Background: an optimization exercise with open tools, aiming at small area, a short achievable clock period and few clock cycles per item. Do not read the settings as production practice. Where RTL was checked, it was by simulation tests only, not by an equivalence proof against the original. Power and IR drop assume default switching activity.

== garnet ==
// closest_colour_pixel_tracker
module closest_colour_pixel_tracker (
  input  wire         clk,
  input  wire         rst_n,
  input  wire         cfg_we,
  input  wire  [2:0]  cfg_idx,
  input  wire  [23:0] cfg_wdata,
  input  wire         in_valid,
  output wire         in_stall,
  input  wire  [47:0] in_data,
  output wire         out_valid,
  input  wire         out_stall,
  output wire  [68:0] out_data
);
==> flow/config.mk <==
export PLATFORM = sky130hd
export DESIGN_NAME = closest_colour_pixel_tracker
export DESIGN_NICKNAME = closest_colour_pixel_tracker
export VERILOG_FILES = /design/flow/design.v
export SDC_FILE = /design/flow/constraint.sdc
export NUM_CORES = 4
export LEC_CHECK = 0
export CAP_MARGIN = 20
export CORE_MARGIN = 2
export CORE_UTILIZATION = 50
export CTS_CLUSTER_DIAMETER = 100
export CTS_CLUSTER_SIZE = 22
export SETUP_SLACK_MARGIN = 4.6
export SLEW_MARGIN = 20
export SYNTH_HIERARCHICAL = 1
==> flow/constraint.sdc <==
create_clock -name core_clock -period 7.5 [get_ports {clk}]
set_input_delay 1.5000 -clock core_clock [delete_from_list [all_inputs] [get_ports {clk}]]
set_output_delay 1.5000 -clock core_clock [all_outputs]
set_load 0.01 [all_outputs]
standard.sh (not shown) runs the stock make flow with config.mk's settings and CLKGATE_MAP_FILE= SYNTH_SCRIPT=/design/flow/synth_recipe.tcl, a recipe that flattens the netlist after the stock synthesis.
==> flow/flow/run.sh <==
#!/bin/bash
# Layout flow: the standard flow (standard.sh), with the port buffers made of
# sky130_fd_sc_hd__buf_1 cells. The full make output goes to standard.log here.
set -euo pipefail
bash standard.sh "BUFFER_PORTS_ARGS=-buffer_cell sky130_fd_sc_hd__buf_1" finish > standard.log 2>&1
garnet reached the end of the flow, and the finished layout is clean on the timing, DRC and antenna checks.
Inputs modified between garnet and maple:
==> flow/flow/run.sh <==
#!/bin/bash
# Layout flow: the standard flow (standard.sh), with the port buffers made of
# sky130_fd_sc_hd__buf_2 cells. The full make output goes to standard.log here.
set -euo pipefail
bash standard.sh "BUFFER_PORTS_ARGS=-buffer_cell sky130_fd_sc_hd__buf_2" finish > standard.log 2>&1
--- a/flow/config.mk
+++ b/flow/config.mk
@@ -10 +10 @@
-export CORE_UTILIZATION = 50
+export CORE_UTILIZATION = 40
@@ -12,2 +12,2 @@
-export CTS_CLUSTER_SIZE = 22
-export SETUP_SLACK_MARGIN = 4.6
+export CTS_CLUSTER_SIZE = 25
+export SETUP_SLACK_MARGIN = 4.5
Findings:
Measured against maple, the total die area of garnet comes out at 0.803 times the reference value.
From garnet to maple the numbers moved as follows: clock-buffer cell count lost 4; number of buffers outside the clock class in the layout picked up an extra about 0.6%; area growth from synthesis to final layout picked up an extra 1.2 points.
In the tables for garnet and maple, worst-case clock skew reads higher with maple.
For garnet, the capture point of the worst path was thr_sq1[17], unlike maple, where it was thr_sq2[17].
Function was not checked in any run of this note: the RTL went through the layout flow alone.

* * *

Another version of the RTL of closest_colour_pixel_tracker (not shown whole).
Size: about 2700 cells after synthesis, ~600 flip-flops, roughly 150 I/O pins, about 31000 sq um of cells after synthesis.
clock: 7.5 ns
lec_check: 0
cap_margin: 20
core_margin: 2
core_utilization: 62
cts_cluster_diameter: 100
cts_cluster_size: 22
setup_slack_margin: 5.0
slew_margin: 20
synth_hierarchical: 1
==> flow/flow/run.sh <==
#!/bin/bash
# Layout flow: the standard flow (standard.sh), with the port buffers made of
# sky130_fd_sc_hd__buf_1 cells. The full make output goes to standard.log here.
set -euo pipefail
bash standard.sh "BUFFER_PORTS_ARGS=-buffer_cell sky130_fd_sc_hd__buf_1" finish > standard.log 2>&1
The first run finished clean.
Testbench counts at the start, summed over its fixed seeds: cycles 34,564, pixels 34,052.
Change:
==> flow/flow/run.sh (replaced) <==
#!/bin/bash
# Layout flow: the standard flow (standard.sh), with the port buffers made of
# sky130_fd_sc_hd__buf_2 cells. The full make output goes to standard.log here.
set -euo pipefail
bash standard.sh "BUFFER_PORTS_ARGS=-buffer_cell sky130_fd_sc_hd__buf_2" finish > standard.log 2>&1
Settings changed: CORE_UTILIZATION 62 to 40, CTS_CLUSTER_SIZE 22 to 25, SETUP_SLACK_MARGIN 5.0 to 4.5.
Effect: Hold slack gets better by 0.0070 ns. Non-clock buffer count came out lower by 171. Design area decreases by 7.9%. Maximum frequency went down by 5.3%. Wire length falls by 4.7%. Final cell count increases by 5.4%. Sequential share of layout area came out higher by 1.8 points. Synthesized cell count stays the same.
Change:
==> flow/flow/run.sh (replaced) <==
#!/bin/bash
# Layout flow: the standard flow (standard.sh), with the port buffers made of
# sky130_fd_sc_hd__buf_1 cells. The full make output goes to standard.log here.
set -euo pipefail
bash standard.sh "BUFFER_PORTS_ARGS=-buffer_cell sky130_fd_sc_hd__buf_1" finish > standard.log 2>&1
Settings changed: CORE_UTILIZATION 40 to 50, CTS_CLUSTER_SIZE 25 to 22, SETUP_SLACK_MARGIN 4.5 to 4.6.
=> The changed run finished clean; critical path depth stays the same; total power rose by 6.4%; die area fell by 20%.
Change:
Settings changed: CORE_UTILIZATION 50 to 62, SETUP_SLACK_MARGIN 4.6 to 4.75.
=> Setup slack is better by 0.061 ns. Clock skew falls by 0.0059 ns. Routed wire length grows slightly. Global-route usage increases by 5.7 points. First-iteration DRC count increases by well over a third. Hold slack gets worse by 0.0066 ns. Cell count is lower by a few percent. Synthesized cell count is unchanged. Total power is higher by a few percent.
Change:
Settings changed: SETUP_SLACK_MARGIN 4.75 to 4.6.
After rerunning: Core utilization falls by 0.70 points. Area after synthesis stays the same. Global-route usage fell by 0.58 points.
Change:
Settings changed: ABC_CLOCK_PERIOD_IN_PS from default to 3000.
Flip-flop and latch count does not change. First-iteration DRC count does not change. Global-route usage does not change. Setup slack is unchanged.

* * *

cedar:
Another version of the RTL of closest_colour_pixel_tracker (not shown whole).
Size in the first run: roughly 2,700 cells after synthesis, ~580 flip-flops, about 150 I/O pins, about 31,000 sq um of cells after synthesis.
Settings: LEC_CHECK=0, CAP_MARGIN=20, CORE_MARGIN=2, CORE_UTILIZATION=40, CTS_BUF_LIST=sky130_fd_sc_hd__clkbuf_4 sky130_fd_sc_hd__clkbuf_8, CTS_CLUSTER_SIZE=30, SETUP_SLACK_MARGIN=4.3, SLEW_MARGIN=20, SYNTH_HIERARCHICAL=1; clock period 7.5 ns.
run.sh (not shown) runs the stock make flow with config.mk's settings and CLKGATE_MAP_FILE= SYNTH_SCRIPT=/design/flow/synth_recipe.tcl, a recipe that flattens the netlist after the stock synthesis.
Stock flow here: none of the scripts above is used.
cedar did not stop at any stage, and its layout met the timing, DRC and antenna checks.
> inputs changed (cedar -> lagoon)
- removing CTS_CLUSTER_SIZE (formerly 30)
- removing CTS_BUF_LIST (formerly sky130_fd_sc_hd__clkbuf_4 sky130_fd_sc_hd__clkbuf_8)
Findings:
- lagoon: full flow OK, the timing, DRC and antenna checks passed
- Number of inserted diodes: lagoon higher than cedar
- cedar has a higher hold slack than lagoon.
- Compared cedar against lagoon; cell internal power dissipation within noise.
- In the metrics for lagoon and cedar, the one carrying the higher detailed router's first-iteration violation count is lagoon.
- Vias after detailed routing in lagoon is 298 below cedar.
- In the reports for lagoon and cedar, the larger utilization belongs to cedar.
- Placer congestion estimate: lagoon vs cedar identical
- Of the two values seen for critical path start-end classification, input pin to register was produced by lagoon and register to register by cedar.
- lagoon vs. cedar: non-clock buffer count increased by 1.1% relative to the old numbers, wire length shows a reduction of 0.41%, total power consumption of the routed design has decreased, post-route minimum period rose 49 ps.
Function was not checked in any run of this note: the RTL went through the layout flow alone.

* * *

## P
closest_colour_pixel_tracker, a different RTL version from the one above (not shown whole).
Size in the first run: roughly 2600 cells after synthesis, roughly 610 flip-flops, about 31000 µm² of cells after synthesis.
clock: 7.5 ns
lec_check: 0
cap_margin: 20
core_margin: 2
core_utilization: 55
cts_cluster_diameter: 100
cts_cluster_size: 25
setup_slack_margin: 4.5
slew_margin: 20
synth_hierarchical: 1
standard.sh (not shown) runs the stock make flow with config.mk's settings and CLKGATE_MAP_FILE= SYNTH_SCRIPT=/design/flow/synth_recipe.tcl, a recipe that flattens the netlist after the stock synthesis.
==> flow/flow/run.sh <==
#!/bin/bash
# Layout flow: the standard flow (standard.sh), with the port buffers made of
# sky130_fd_sc_hd__buf_2 cells. The full make output goes to standard.log here.
set -euo pipefail
bash standard.sh "BUFFER_PORTS_ARGS=-buffer_cell sky130_fd_sc_hd__buf_2" finish > standard.log 2>&1
P went all the way through synthesis, placement and routing and the layout is clean on timing, DRC and antenna.
Edits applied to the flow inputs when going from P to Q:
- CORE_UTILIZATION: 55 -> 40
- CTS_CLUSTER_DIAMETER: 100 -> unset
- CTS_CLUSTER_SIZE: 25 -> unset
==> comparison <==
Q vs P: detailed-routed wire length on met3 up. Re wire length: Q and P aren't equal, and the lower value belongs to P. Looking at timing startpoint of the critical path, the s1_x12[8] result is from P; the s2_t2_6[0] one comes from Q. Relative to P, smallest hold slack has decreased by 0.016 ns in Q.
### Q -> R
- CTS_CLUSTER_DIAMETER now 100, previously not set
- CTS_CLUSTER_SIZE now 25, previously not set
- Between R and Q, the via count is lower for R.
- Q -> R: peak supply drop increased by a few percent
- Comparing clock network power share for R and Q, the bigger number came from Q.
- The clock transition at the register clock pins on the worst setup and hold paths after CTS in R was higher than what Q gave.
Setup changes, R to S
- SETUP_SLACK_MARGIN now 4.8, was 4.5
Notes after the runs:
- S drops more vias than R.
- Comparing the two runs side by side, S comes out behind R on design area.
- Core utilization of the finished layout (lower): R
- From S to R, flip-flop and latch count did not move at all.
- S vs R: power of the combinational group up
- As far as area after synthesis goes, S and R are indistinguishable; the numbers are identical.
- Looking only at clock network fraction of design power, and setting everything else aside, the higher value of S and R goes to R.
- Taking R as the reference, in S number of inserted filler cells in the final layout down about 2%; worst path setup slack after routing climbed 0.13 ns; share of flip-flops with an asynchronous set or reset after synthesis was more or less identical.
Inputs modified between S and T:
- CTS_CLUSTER_SIZE: 25 -> unset
- CTS_CLUSTER_DIAMETER: 100 -> unset
- SETUP_SLACK_MARGIN: 4.8 -> 4.5
==> flow/run.sh (new file) <==
#!/bin/bash
# synth_recipe.tcl (not shown) runs the flow's synth.tcl, then flattens the netlist and writes it again
# the make line also repeats each setting of config.mk as NAME=value (left out here)
make -C /OpenROAD-flow-scripts/flow DESIGN_CONFIG=/design/flow/config.mk WORK_HOME=/design/flow/orfs CLKGATE_MAP_FILE= SYNTH_SCRIPT=/design/flow/synth_recipe.tcl finish
removed: flow/flow/run.sh
removed: flow/standard.sh
Notes after the runs:
Having completed the whole flow, T delivered a layout that passed the timing, DRC and antenna checks.
[compare] base=S new=T: total power up 6.6%; setup slack after layout lost 0.21 ns.
T ended with more relative contribution of the clock network to total power than S.
T ended up with a lower wire length than S did.
Measured against S, the count of plain and timing-repair buffers in the layout of T comes out at 0.77 times the reference value.
| relative slew slack | higher: T |
The lower met3 routing resource usage after global routing of T and S is in S.
T gives more overall routing resource usage than S did.
No run of this note included a check of the RTL's function; only the layout flow was run.

[static timing again, ports no longer ideal]
Ports are ideal in the flow. The routed layouts listed here were re-timed in OpenROAD.
Step 1 assumes that a clkbuf_16 drives the clock port and a buf_2 every other input.
Step 2 also shifts input and output timing later by t, the mid clock arrival at the registers, as if the neighbouring blocks saw the same clock.
Three values: ideal ports, drivers, drivers and shift; two values: the first two.
run	shift t [ns]	setup WS [ns]	hold WS [ns]	latest minus earliest clock arrival (ns)	slew at the worst register clock pin (ns)
garnet	0.689	4.114 / 4.114 / 4.020	0.324 / 0.324 / 0.324	0.021 / 0.021	0.10 / 0.10
maple	0.692	4.127 / 4.127 / 4.047	0.327 / 0.327 / 0.327	0.029 / 0.029	0.10 / 0.10
the first run of note 2	0.683	4.639 / 4.639 / 4.145	0.322 / 0.322 / 0.322	0.022 / 0.022	0.10 / 0.10
the second run of note 2	0.673	4.479 / 4.479 / 3.997	0.329 / 0.329 / 0.329	0.028 / 0.027	0.11 / 0.11
the third run of note 2	0.696	4.576 / 4.576 / 3.973	0.331 / 0.331 / 0.331	0.024 / 0.024	0.09 / 0.09
the fourth run of note 2	0.692	4.637 / 4.637 / 4.121	0.325 / 0.325 / 0.325	0.019 / 0.018	0.09 / 0.09
the fifth run of note 2	0.663	4.592 / 4.592 / 4.023	0.324 / 0.324 / 0.324	0.015 / 0.015	0.09 / 0.09
the sixth run of note 2	0.663	4.592 / 4.592 / 4.023	0.324 / 0.324 / 0.324	0.015 / 0.015	0.09 / 0.09
cedar	0.781	4.103 / 4.103 / 3.329	0.300 / 0.300 / 0.300	0.068 / 0.069	0.07 / 0.07
lagoon	0.692	4.054 / 4.025 / 3.333	0.284 / 0.284 / 0.284	0.072 / 0.072	0.06 / 0.06
P	0.667	4.562 / 4.562 / 4.054	0.325 / 0.325 / 0.325	0.032 / 0.033	0.10 / 0.10
Q	0.672	4.517 / 4.517 / 4.041	0.309 / 0.309 / 0.309	0.043 / 0.043	0.06 / 0.06
R	0.691	4.543 / 4.543 / 4.049	0.321 / 0.321 / 0.321	0.030 / 0.030	0.10 / 0.10
S	0.680	4.674 / 4.652 / 4.181	0.327 / 0.327 / 0.327	0.023 / 0.022	0.10 / 0.10
T	0.674	4.469 / 4.491 / 3.832	0.294 / 0.294 / 0.294	0.053 / 0.053	0.06 / 0.06
After both steps every run listed still meets setup and hold. The setup slack of cedar, which loses most, moves by 0.000 ns with the drivers and by -0.774 ns with both steps.
